From an optimization exercise on the open Yosys and OpenROAD flow, aimed at small area and a short achievable clock period; shortcuts taken in it are not production practice. Function was checked by simulation only, so behaviour that the tests miss may differ from the original. No activity file was given, so power comes from the tool's default toggle rates.

[flow/config.mk]
export PLATFORM = sky130hd
export DESIGN_NAME = mcu_subsystem
export DESIGN_NICKNAME = mcu_subsystem
export VERILOG_FILES = /design/flow/design.v
export SDC_FILE = /design/flow/constraint.sdc
export NUM_CORES = 4
export LEC_CHECK = 0
export CAP_MARGIN = 20
export CORE_MARGIN = 2
export CORE_UTILIZATION = 30
export PLACE_DENSITY = 0.38
export SLEW_MARGIN = 20
export SYNTH_MEMORY_MAX_BITS = 16384
[flow/constraint.sdc]
create_clock -name core_clock -period 4.5 [get_ports {clock}]
set_input_delay 0.9000 -clock core_clock [delete_from_list [all_inputs] [get_ports {clock}]]
set_output_delay 0.9000 -clock core_clock [all_outputs]
set_load 0.01 [all_outputs]
[flow/design.v]
`default_nettype none
package mcu_pkg;
  localparam int unsigned NUM_DEVICES = 3;
  localparam logic [31:0] RAM_BASE    = 32'h0000_0000;
  localparam logic [31:0] RAM_SIZE    = 32'd1024;
  localparam logic [31:0] MTIMER_BASE = 32'h8001_0000;
  localparam logic [31:0] MTIMER_SIZE = 32'd32;
  localparam logic [31:0] GPIO_BASE   = 32'h8002_0000;
  localparam logic [31:0] GPIO_SIZE   = 32'd32;
  localparam int unsigned RAM_WORDS        = RAM_SIZE / 4;
  localparam int unsigned RAM_INDEX_WIDTH  = $clog2(RAM_WORDS);
  localparam int unsigned GPIO_WIDTH       = 8;
  localparam int unsigned REG_OFFSET_WIDTH = 5;
  localparam logic [REG_OFFSET_WIDTH-1:0] MTIME_LO    = 5'h00;
  localparam logic [REG_OFFSET_WIDTH-1:0] MTIME_HI    = 5'h04;
  localparam logic [REG_OFFSET_WIDTH-1:0] MTIMECMP_LO = 5'h08;
  localparam logic [REG_OFFSET_WIDTH-1:0] MTIMECMP_HI = 5'h0C;
  localparam logic [REG_OFFSET_WIDTH-1:0] MTIMER_CTRL = 5'h10;
  localparam logic [REG_OFFSET_WIDTH-1:0] GPIO_IN  = 5'h00;
  localparam logic [REG_OFFSET_WIDTH-1:0] GPIO_OUT = 5'h04;
  localparam logic [REG_OFFSET_WIDTH-1:0] GPIO_OE  = 5'h08;
  typedef struct packed {
    logic [31:0] address;
    logic [31:0] write_data;
    logic [3:0]  write_strobe;
    logic        read_request;
    logic        write_request;
  } bus_req_t;
  typedef struct packed {
    logic [31:0] read_data;
    logic        read_response;
    logic        write_response;
  } bus_rsp_t;
  typedef enum logic [1:0] {
    DEV_RAM    = 2'd0,
    DEV_MTIMER = 2'd1,
    DEV_GPIO   = 2'd2,
    DEV_NONE   = 2'd3
  } device_e;
endpackage
`default_nettype wire
`default_nettype none
module system_bus (
  input  wire                    clock,
  input  wire                    arst_n,
  input  wire mcu_pkg::bus_req_t mgr_req,
  output mcu_pkg::bus_rsp_t      mgr_rsp,
  output mcu_pkg::bus_req_t      ram_req,
  input  wire mcu_pkg::bus_rsp_t ram_rsp,
  output mcu_pkg::bus_req_t      mtimer_req,
  input  wire mcu_pkg::bus_rsp_t mtimer_rsp,
  output mcu_pkg::bus_req_t      gpio_req,
  input  wire mcu_pkg::bus_rsp_t gpio_rsp
);
  mcu_pkg::device_e dev_sel;
  mcu_pkg::device_e sel_q;
  logic             req_valid;
  logic             none_rd_q;
  logic             none_wr_q;
  function automatic logic in_region(
    input logic [31:0] addr,
    input logic [31:0] base,
    input logic [31:0] size
  );
    in_region = ((addr - base) < size);
  endfunction
  always_comb begin
    if (in_region(mgr_req.address, mcu_pkg::RAM_BASE, mcu_pkg::RAM_SIZE)) begin
      dev_sel = mcu_pkg::DEV_RAM;
    end else if (in_region(mgr_req.address, mcu_pkg::MTIMER_BASE, mcu_pkg::MTIMER_SIZE)) begin
      dev_sel = mcu_pkg::DEV_MTIMER;
    end else if (in_region(mgr_req.address, mcu_pkg::GPIO_BASE, mcu_pkg::GPIO_SIZE)) begin
      dev_sel = mcu_pkg::DEV_GPIO;
    end else begin
      dev_sel = mcu_pkg::DEV_NONE;
    end
  end
  assign req_valid = mgr_req.read_request | mgr_req.write_request;
  always_comb begin
    ram_req    = mgr_req;
    mtimer_req = mgr_req;
    gpio_req   = mgr_req;
    if (dev_sel != mcu_pkg::DEV_RAM) begin
      ram_req.read_request  = 1'b0;
      ram_req.write_request = 1'b0;
    end
    if (dev_sel != mcu_pkg::DEV_MTIMER) begin
      mtimer_req.read_request  = 1'b0;
      mtimer_req.write_request = 1'b0;
    end
    if (dev_sel != mcu_pkg::DEV_GPIO) begin
      gpio_req.read_request  = 1'b0;
      gpio_req.write_request = 1'b0;
    end
  end
  always_ff @(posedge clock or negedge arst_n) begin
    if (!arst_n) begin
      sel_q <= mcu_pkg::DEV_NONE;
    end else if (req_valid) begin
      sel_q <= dev_sel;
    end
  end
  always_ff @(posedge clock or negedge arst_n) begin
    if (!arst_n) begin
      none_rd_q <= 1'b0;
      none_wr_q <= 1'b0;
    end else begin
      none_rd_q <= mgr_req.read_request  && (dev_sel == mcu_pkg::DEV_NONE);
      none_wr_q <= mgr_req.write_request && (dev_sel == mcu_pkg::DEV_NONE);
    end
  end
  always_comb begin
    case (sel_q)
      mcu_pkg::DEV_RAM:    mgr_rsp = ram_rsp;
      mcu_pkg::DEV_MTIMER: mgr_rsp = mtimer_rsp;
      mcu_pkg::DEV_GPIO:   mgr_rsp = gpio_rsp;
      default: begin
        mgr_rsp.read_data      = 32'h0;
        mgr_rsp.read_response  = none_rd_q;
        mgr_rsp.write_response = none_wr_q;
      end
    endcase
  end
endmodule
`default_nettype wire
`default_nettype none
module ram (
  input  wire                    clock,
  input  wire                    arst_n,
  input  wire mcu_pkg::bus_req_t req,
  output mcu_pkg::bus_rsp_t      rsp
);
  logic [31:0] mem [mcu_pkg::RAM_WORDS];
  logic [mcu_pkg::RAM_INDEX_WIDTH-1:0] word_index;
  logic [31:0]                         rd_data_q;
  logic                                rd_rsp_q;
  logic                                wr_rsp_q;
  assign word_index = req.address[mcu_pkg::RAM_INDEX_WIDTH+1:2];
  always_ff @(posedge clock) begin
    if (req.write_request) begin
      for (int b = 0; b < 4; b++) begin
        if (req.write_strobe[b]) begin
          mem[word_index][8*b +: 8] <= req.write_data[8*b +: 8];
        end
      end
    end
  end
  always_ff @(posedge clock) begin
    if (req.read_request) begin
      rd_data_q <= mem[word_index];
    end
  end
  always_ff @(posedge clock or negedge arst_n) begin
    if (!arst_n) begin
      rd_rsp_q <= 1'b0;
      wr_rsp_q <= 1'b0;
    end else begin
      rd_rsp_q <= req.read_request;
      wr_rsp_q <= req.write_request;
    end
  end
  assign rsp.read_data      = rd_data_q;
  assign rsp.read_response  = rd_rsp_q;
  assign rsp.write_response = wr_rsp_q;
endmodule
`default_nettype wire
`default_nettype none
module mtimer (
  input  wire                    clock,
  input  wire                    arst_n,
  input  wire mcu_pkg::bus_req_t req,
  output mcu_pkg::bus_rsp_t      rsp,
  output logic                   irq
);
  logic [mcu_pkg::REG_OFFSET_WIDTH-1:0] offset;
  logic [63:0]                          mtime;
  logic [63:0]                          mtimecmp;
  logic                                 enable;
  logic [31:0]                          rd_word;
  logic [31:0]                          rd_data_q;
  logic                                 rd_rsp_q;
  logic                                 wr_rsp_q;
  function automatic logic [31:0] merge_bytes(
    input logic [31:0] old_word,
    input logic [31:0] new_word,
    input logic [3:0]  strobe
  );
    logic [31:0] merged;
    merged = old_word;
    for (int b = 0; b < 4; b++) begin
      if (strobe[b]) begin
        merged[8*b +: 8] = new_word[8*b +: 8];
      end
    end
    merge_bytes = merged;
  endfunction
  assign offset = req.address[mcu_pkg::REG_OFFSET_WIDTH-1:0];
  always_ff @(posedge clock or negedge arst_n) begin
    if (!arst_n) begin
      mtime <= 64'h0;
    end else if (req.write_request && offset == mcu_pkg::MTIME_LO) begin
      mtime[31:0] <= merge_bytes(mtime[31:0], req.write_data, req.write_strobe);
    end else if (req.write_request && offset == mcu_pkg::MTIME_HI) begin
      mtime[63:32] <= merge_bytes(mtime[63:32], req.write_data, req.write_strobe);
    end else if (enable) begin
      mtime <= mtime + 64'd1;
    end
  end
  always_ff @(posedge clock or negedge arst_n) begin
    if (!arst_n) begin
      mtimecmp <= 64'h0;
      enable   <= 1'b0;
    end else if (req.write_request) begin
      case (offset)
        mcu_pkg::MTIMECMP_LO: begin
          mtimecmp[31:0] <= merge_bytes(mtimecmp[31:0], req.write_data, req.write_strobe);
        end
        mcu_pkg::MTIMECMP_HI: begin
          mtimecmp[63:32] <= merge_bytes(mtimecmp[63:32], req.write_data, req.write_strobe);
        end
        mcu_pkg::MTIMER_CTRL: begin
          if (req.write_strobe[0]) begin
            enable <= req.write_data[0];
          end
        end
        default: ;
      endcase
    end
  end
  always_ff @(posedge clock or negedge arst_n) begin
    if (!arst_n) begin
      irq <= 1'b0;
    end else begin
      irq <= enable && (mtime >= mtimecmp);
    end
  end
  always_comb begin
    case (offset)
      mcu_pkg::MTIME_LO:    rd_word = mtime[31:0];
      mcu_pkg::MTIME_HI:    rd_word = mtime[63:32];
      mcu_pkg::MTIMECMP_LO: rd_word = mtimecmp[31:0];
      mcu_pkg::MTIMECMP_HI: rd_word = mtimecmp[63:32];
      mcu_pkg::MTIMER_CTRL: rd_word = {31'h0, enable};
      default:              rd_word = 32'h0;
    endcase
  end
  always_ff @(posedge clock) begin
    if (req.read_request) begin
      rd_data_q <= rd_word;
    end
  end
  always_ff @(posedge clock or negedge arst_n) begin
    if (!arst_n) begin
      rd_rsp_q <= 1'b0;
      wr_rsp_q <= 1'b0;
    end else begin
      rd_rsp_q <= req.read_request;
      wr_rsp_q <= req.write_request;
    end
  end
  assign rsp.read_data      = rd_data_q;
  assign rsp.read_response  = rd_rsp_q;
  assign rsp.write_response = wr_rsp_q;
endmodule
`default_nettype wire
`default_nettype none
module gpio (
  input  wire                            clock,
  input  wire                            arst_n,
  input  wire mcu_pkg::bus_req_t         req,
  output mcu_pkg::bus_rsp_t              rsp,
  input  wire [mcu_pkg::GPIO_WIDTH-1:0]  gpio_input,
  output logic [mcu_pkg::GPIO_WIDTH-1:0] gpio_output,
  output logic [mcu_pkg::GPIO_WIDTH-1:0] gpio_oe
);
  logic [mcu_pkg::REG_OFFSET_WIDTH-1:0] offset;
  logic [mcu_pkg::GPIO_WIDTH-1:0]       in_meta;
  logic [mcu_pkg::GPIO_WIDTH-1:0]       in_sync;
  logic [31:0]                          rd_word;
  logic [31:0]                          rd_data_q;
  logic                                 rd_rsp_q;
  logic                                 wr_rsp_q;
  assign offset = req.address[mcu_pkg::REG_OFFSET_WIDTH-1:0];
  always_ff @(posedge clock or negedge arst_n) begin
    if (!arst_n) begin
      in_meta <= '0;
      in_sync <= '0;
    end else begin
      in_meta <= gpio_input;
      in_sync <= in_meta;
    end
  end
  always_ff @(posedge clock or negedge arst_n) begin
    if (!arst_n) begin
      gpio_output <= '0;
      gpio_oe     <= '0;
    end else if (req.write_request && req.write_strobe[0]) begin
      if (offset == mcu_pkg::GPIO_OUT) begin
        gpio_output <= req.write_data[mcu_pkg::GPIO_WIDTH-1:0];
      end
      if (offset == mcu_pkg::GPIO_OE) begin
        gpio_oe <= req.write_data[mcu_pkg::GPIO_WIDTH-1:0];
      end
    end
  end
  always_comb begin
    case (offset)
      mcu_pkg::GPIO_IN:  rd_word = 32'(in_sync);
      mcu_pkg::GPIO_OUT: rd_word = 32'(gpio_output);
      mcu_pkg::GPIO_OE:  rd_word = 32'(gpio_oe);
      default:           rd_word = 32'h0;
    endcase
  end
  always_ff @(posedge clock) begin
    if (req.read_request) begin
      rd_data_q <= rd_word;
    end
  end
  always_ff @(posedge clock or negedge arst_n) begin
    if (!arst_n) begin
      rd_rsp_q <= 1'b0;
      wr_rsp_q <= 1'b0;
    end else begin
      rd_rsp_q <= req.read_request;
      wr_rsp_q <= req.write_request;
    end
  end
  assign rsp.read_data      = rd_data_q;
  assign rsp.read_response  = rd_rsp_q;
  assign rsp.write_response = wr_rsp_q;
endmodule
`default_nettype wire
`default_nettype none
module mcu_subsystem (
  input  wire                           clock,
  input  wire                           arst_n,
  input  wire [31:0]                    bus_address,
  input  wire [31:0]                    bus_write_data,
  input  wire [3:0]                     bus_write_strobe,
  input  wire                           bus_read_request,
  input  wire                           bus_write_request,
  output wire [31:0]                    bus_read_data,
  output wire                           bus_read_response,
  output wire                           bus_write_response,
  output wire                           irq_timer,
  input  wire [mcu_pkg::GPIO_WIDTH-1:0] gpio_input,
  output wire [mcu_pkg::GPIO_WIDTH-1:0] gpio_output,
  output wire [mcu_pkg::GPIO_WIDTH-1:0] gpio_oe
);
  mcu_pkg::bus_req_t bus_req;
  mcu_pkg::bus_rsp_t bus_rsp;
  assign bus_req.address       = bus_address;
  assign bus_req.write_data    = bus_write_data;
  assign bus_req.write_strobe  = bus_write_strobe;
  assign bus_req.read_request  = bus_read_request;
  assign bus_req.write_request = bus_write_request;
  assign bus_read_data      = bus_rsp.read_data;
  assign bus_read_response  = bus_rsp.read_response;
  assign bus_write_response = bus_rsp.write_response;
  mcu_pkg::bus_req_t ram_req,    mtimer_req, gpio_req;
  mcu_pkg::bus_rsp_t ram_rsp,    mtimer_rsp, gpio_rsp;
  system_bus system_bus_inst (
    .clock      (clock),
    .arst_n     (arst_n),
    .mgr_req    (bus_req),
    .mgr_rsp    (bus_rsp),
    .ram_req    (ram_req),
    .ram_rsp    (ram_rsp),
    .mtimer_req (mtimer_req),
    .mtimer_rsp (mtimer_rsp),
    .gpio_req   (gpio_req),
    .gpio_rsp   (gpio_rsp)
  );
  ram ram_inst (
    .clock  (clock),
    .arst_n (arst_n),
    .req    (ram_req),
    .rsp    (ram_rsp)
  );
  mtimer mtimer_inst (
    .clock  (clock),
    .arst_n (arst_n),
    .req    (mtimer_req),
    .rsp    (mtimer_rsp),
    .irq    (irq_timer)
  );
  gpio gpio_inst (
    .clock       (clock),
    .arst_n      (arst_n),
    .req         (gpio_req),
    .rsp         (gpio_rsp),
    .gpio_input  (gpio_input),
    .gpio_output (gpio_output),
    .gpio_oe     (gpio_oe)
  );
endmodule
`default_nettype wire
[flow/run.sh]
#!/bin/bash
# synth_recipe.tcl (not shown) runs the flow's synth.tcl, then flattens the netlist and writes it again
# the make line also repeats each setting of config.mk as NAME=value (left out here)
make -C /OpenROAD-flow-scripts/flow DESIGN_CONFIG=/design/flow/config.mk WORK_HOME=/design/flow/orfs CLKGATE_MAP_FILE= SYNTH_SCRIPT=/design/flow/synth_recipe.tcl finish
==> results_tabular.tex <==
\begin{tabular}{lr}
\hline
Metric & Value \\
\hline
\multicolumn{2}{l}{\textbf{Layout}} \\
Synth-to-layout area growth & 22.6\% \\
Layout cell share with drive strength beyond 1 & 0.359 \\
Post-Layout Inst Area & 403000 um2 \\
Most used cells in the layout excluding fill and tap cells & edfxtp\_1, mux4\_2, buf\_4, nor2\_1, clkbuf\_16 \\
Final Util & 0.369 \\
Net count reported at finish & approximately 17000 \\
Most common cell after layout, fill and taps aside & edfxtp\_1 \\
\multicolumn{2}{l}{\textbf{Logic synthesis}} \\
Most frequently used flop master after synthesis & edfxtp\_1 \\
Cell area after synthesis & between 300000 and 400000 um2 \\
Number of flops mapped to enable cells by yosys & 8264 \\
Mapped Nets & 14800 \\
Syn avg cell area & between 20 and 25 um2 \\
Cell count after synthesis & around 15000 \\
Warning count from the yosys run & 4 \\
Sequential fraction of the synthesis area & 0.768 \\
Yosys cell types & 80 \\
Cells taking the most area after synthesis & edfxtp\_1, mux4\_2, nor2\_1, dfrtp\_1, clkbuf\_1 \\
Area share of the largest cell type after synthesis & 0.755 \\
Proportion of register bits with asynchronous set or reset after synthesis & 0.0204 \\
Post-synthesis cell type with the largest combined area & edfxtp\_1 \\
Post-synthesis sequential element count & 8436 \\
\multicolumn{2}{l}{\textbf{Critical path}} \\
Slowest-stage cell, CP & edfxtp\_1 \\
Setup crit end kind & output pin \\
Worst setup path class & register to output pin \\
Element type at the critical path start & register \\
Depth of the worst register-to-register path & 7 \\
Endpoint of the most critical setup path & bus\_read\_data[19] \\
Critical path fanouts, max & 1 \\
CP cell instances & mux2i\_1 -> nor2\_1 -> clkdlybuf4s50\_1 \\
Critical Path Source & ram\_inst.rd\_data\_q[19] \\
Data arrival time of the worst path & about 3500 ps \\
Startpoint of the worst-slack reg-to-reg timing path & ram\_inst.mem[31][0] \\
Critical Path Max Stage Delay & between 900 and 1000 ps \\
CP required & 3600 ps \\
Destination of the worst register-to-register timing path & ram\_inst.rd\_data\_q[0] \\
Register-to-register path setup slack & 960 ps \\
\multicolumn{2}{l}{\textbf{Job}} \\
Max-cap violations & 0 \\
\multicolumn{2}{l}{\textbf{Floorplan}} \\
Number of standard-cell rows in the floorplan & 384 \\
Die X & 1050 um \\
Total die area & around 1100000 um2 \\
Io pins & 131 \\
Vertical extent of the die & 1050 um \\
Initial Util & 0.301 \\
Std-Cell Core Area & 1090000 um2 \\
\multicolumn{2}{l}{\textbf{Global route}} \\
Number of antenna violations at the first check in global routing & 194 \\
Global-route wire length before repair & 1690000 um \\
Global router's overall resource usage & 0.229 \\
GRT overflow & 0 \\
Via count of the first global-routing pass & approximately 170k \\
Largest net degree at the start of global routing & 139 \\
\multicolumn{2}{l}{\textbf{Detailed routing}} \\
Via count of the routed design & 171000 \\
Number of nets with antenna violations after routing & 0 \\
Detailed Route Iter0 Violations & 22300 \\
WL per Instance & between 30 and 40 um \\
Routed WL & 1290000 um \\
Vias/cell & 5.24 \\
Post-route DRC & 0 \\
Number of iterations in the first detailed-routing pass & 5 \\
\multicolumn{2}{l}{\textbf{Timing}} \\
Worst hold margin & 107 ps \\
Minimum period implied by the final worst setup slack & 4410 ps \\
Max Fclk & 227 MHz \\
Final worst-path cycle share & 0.979 \\
Clock Skew & roughly 91 ps \\
RSZ-0062 raised after global routing & false \\
Accumulated negative setup slack & 0 ps \\
Final Setup Violations & 0 \\
Final hold violations & 0 \\
Final Slew Violations & 0 \\
Slew HR & 0.0813 \\
Final worst slack & around 94 ps \\
Worst slew pin tran & 1380 ps \\
\multicolumn{2}{l}{\textbf{Clock tree}} \\
Max H-tree Level & 6 \\
Clock-pin slew on the worst setup and hold paths & around 60 ps \\
Number of clock sinks & 8436 \\
Maximum clock path buffer count & 5 \\
Clock latency at the later pin of the worst-skew pair & 1250 ps \\
CTS tree & yes \\
CTS root buf & clkbuf\_16 \\
Cts bufs inserted & 932 \\
\multicolumn{2}{l}{\textbf{Placed design}} \\
Placed instance area & 373000 um2 \\
Sum of net half-perimeters after detailed placement & 898000 um \\
Pre-CTS setup slack & -674 ps \\
IO buf count & between 100 and 150 \\
Global placer's final weighted congestion & 0.828 \\
\multicolumn{2}{l}{\textbf{Power}} \\
Power per cell area & 424 nW/um2 \\
Maximum VDD drop & about 330 uV \\
Leak pwr & 0.128 uW \\
\multicolumn{2}{l}{\textbf{Status}} \\
Run status & no timing/DRC/antenna violations \\
\multicolumn{2}{l}{\textbf{Hold path}} \\
Hold depth & 1 \\
Worst min path class & input port to register \\
\hline
\end{tabular}
==> cells in the mapped netlist, drive strengths merged (4+ instances only) <==
cell type / n
a22o: 18
dfrtp: 170
nand4: 55
a21oi: 130
nor3: 42
nand3: 77
mux4: 2564
o211ai: 19
and3: 13
a21o: 28
a22oi: 222
o21ai: 59
edfxtp: 8264
o311ai: 6
mux2: 88
o22ai: 38
inv: 85
a41oi: 4
mux2i: 73
a211oi: 11
buf: 397
and2: 16
nor4: 19
or2: 10
a211o: 7
nand2: 427
o211a: 4
a311oi: 5
o31ai: 10
ha: 67
or3: 23
or4: 12
nor2: 1143
a221oi: 25
nand2b: 11
nor2b: 5
clkbuf: 446
==> where the power goes <==
part	internal (uW)	total [uW]	leakage (uW)	switching, uW
Combinational	3460	9150	0.0365	5700
Clock	43000	75500	0.0144	32600
Sequential	86200	86200	0.0767	6.79
Total	133000	171000	0.128	38300
==> timing repair <==
item / in CTS / in global routing
buffers inserted: 5 / 0
hold buffers: 4 / 0
resized for setup: 4 / 0
setup endpoints to repair: 25 / 0
endpoints found under the hold margin: 76 / 0
==> sequential cells by signal, indices dropped and copies added, names as in the netlist, 32 cells and up <==
name / flops
ram_inst.rd_data_q: 32
ram_inst.mem: 8192
mtimer_inst.rd_data_q: 32
mtimer_inst.mtimecmp: 64
mtimer_inst.mtime: 64
==> cells by family after synthesis <==
group,share of synthesized area
multiplexers,0.181
buffers and inverters,0.0116
flip-flops,0.768
AO/OA/AOI/OAI,0.0129
XOR/XNOR,0.000190
AND/OR/NAND/NOR,0.0237
adder cells (fa/ha/maj),0.00255
==> through the flow <==
stage,power [uW],std cells
after floorplan,91800,14600
after global placement,97200,30900
after detailed placement,97200,30900
after CTS,173000,32600
after global routing,176000,32600
final,171000,32700
==> final cells by class <==
| type | count | area (um2) |
|---|---|---|
| Multi-Input combinational cell | 5271 | 72700 |
| Clock buffer | 1139 | 24300 |
| Antenna cell | 81 | 203 |
| Tap cell | 14500 | 18100 |
| Sequential cell | 8436 | 252000 |
| Fill cell | 100000 | 690000 |
| Timing Repair Buffer | 2621 | 29400 |
| Clock inverter | 565 | 5290 |
| Inverter | 85 | 329 |
==> routing by layer <==
layer  wire, um  global-route usage
met4      45700              0.0748
met2     590000               0.354
met3      83300              0.0369
met5        655             0.00179
met1     569000               0.330
==> worst max-delay path: cells and delay by family, from the launching register on <==
kind | cells | cell delay, ps
muxes | 1 | 510
buffers and inverters | 1 | 560
DFF | 1 | 960
and+or+nand+nor | 1 | 210
==> worst min path at each step <==
stage / from / end / slack, ps
3_5_place_dp: gpio_inst.in_meta[4] / gpio_inst.in_sync[4] / 340
3_3_place_gp: gpio_inst.in_meta[2] / gpio_inst.in_sync[2] / 340
6_report: bus_write_data[19] / ram_inst.mem[77][19] / 110
5_1_grt: bus_write_data[6] / ram_inst.mem[74][6] / 50
4_1_cts: bus_write_request / gpio_inst.wr_rsp_q / 20
2_1_floorplan: gpio_inst.in_meta[0] / gpio_inst.in_sync[0] / 330

-- port drivers added, routing unchanged --
No port has a modelled driver above. Below, the same layout with a new extraction and two added sets of constraints. Step 1 sets driving cells, clkbuf_16 on the clock port and buf_2 on the other inputs (assumed; they add their load-dependent delay and slew). Step 2 also shifts input and output timing later by t, the mid clock arrival at the registers, as if the neighbouring blocks saw the same clock. Slacks: ideal ports / drivers / drivers and shift; pairs: ideal ports / drivers.
t (ns): 1.377
slack for setup (ns): 0.094 / -0.081 / -0.763
worst hold slack (ns): 0.107 / -0.025 / 0.353
worst register clock-pin slew, ns: 0.07 / 0.07
Met with ideal ports but missed after step 2: setup timing in this run. The setup slack of this run moves by -0.175 ns with the drivers and by -0.857 ns with both steps.
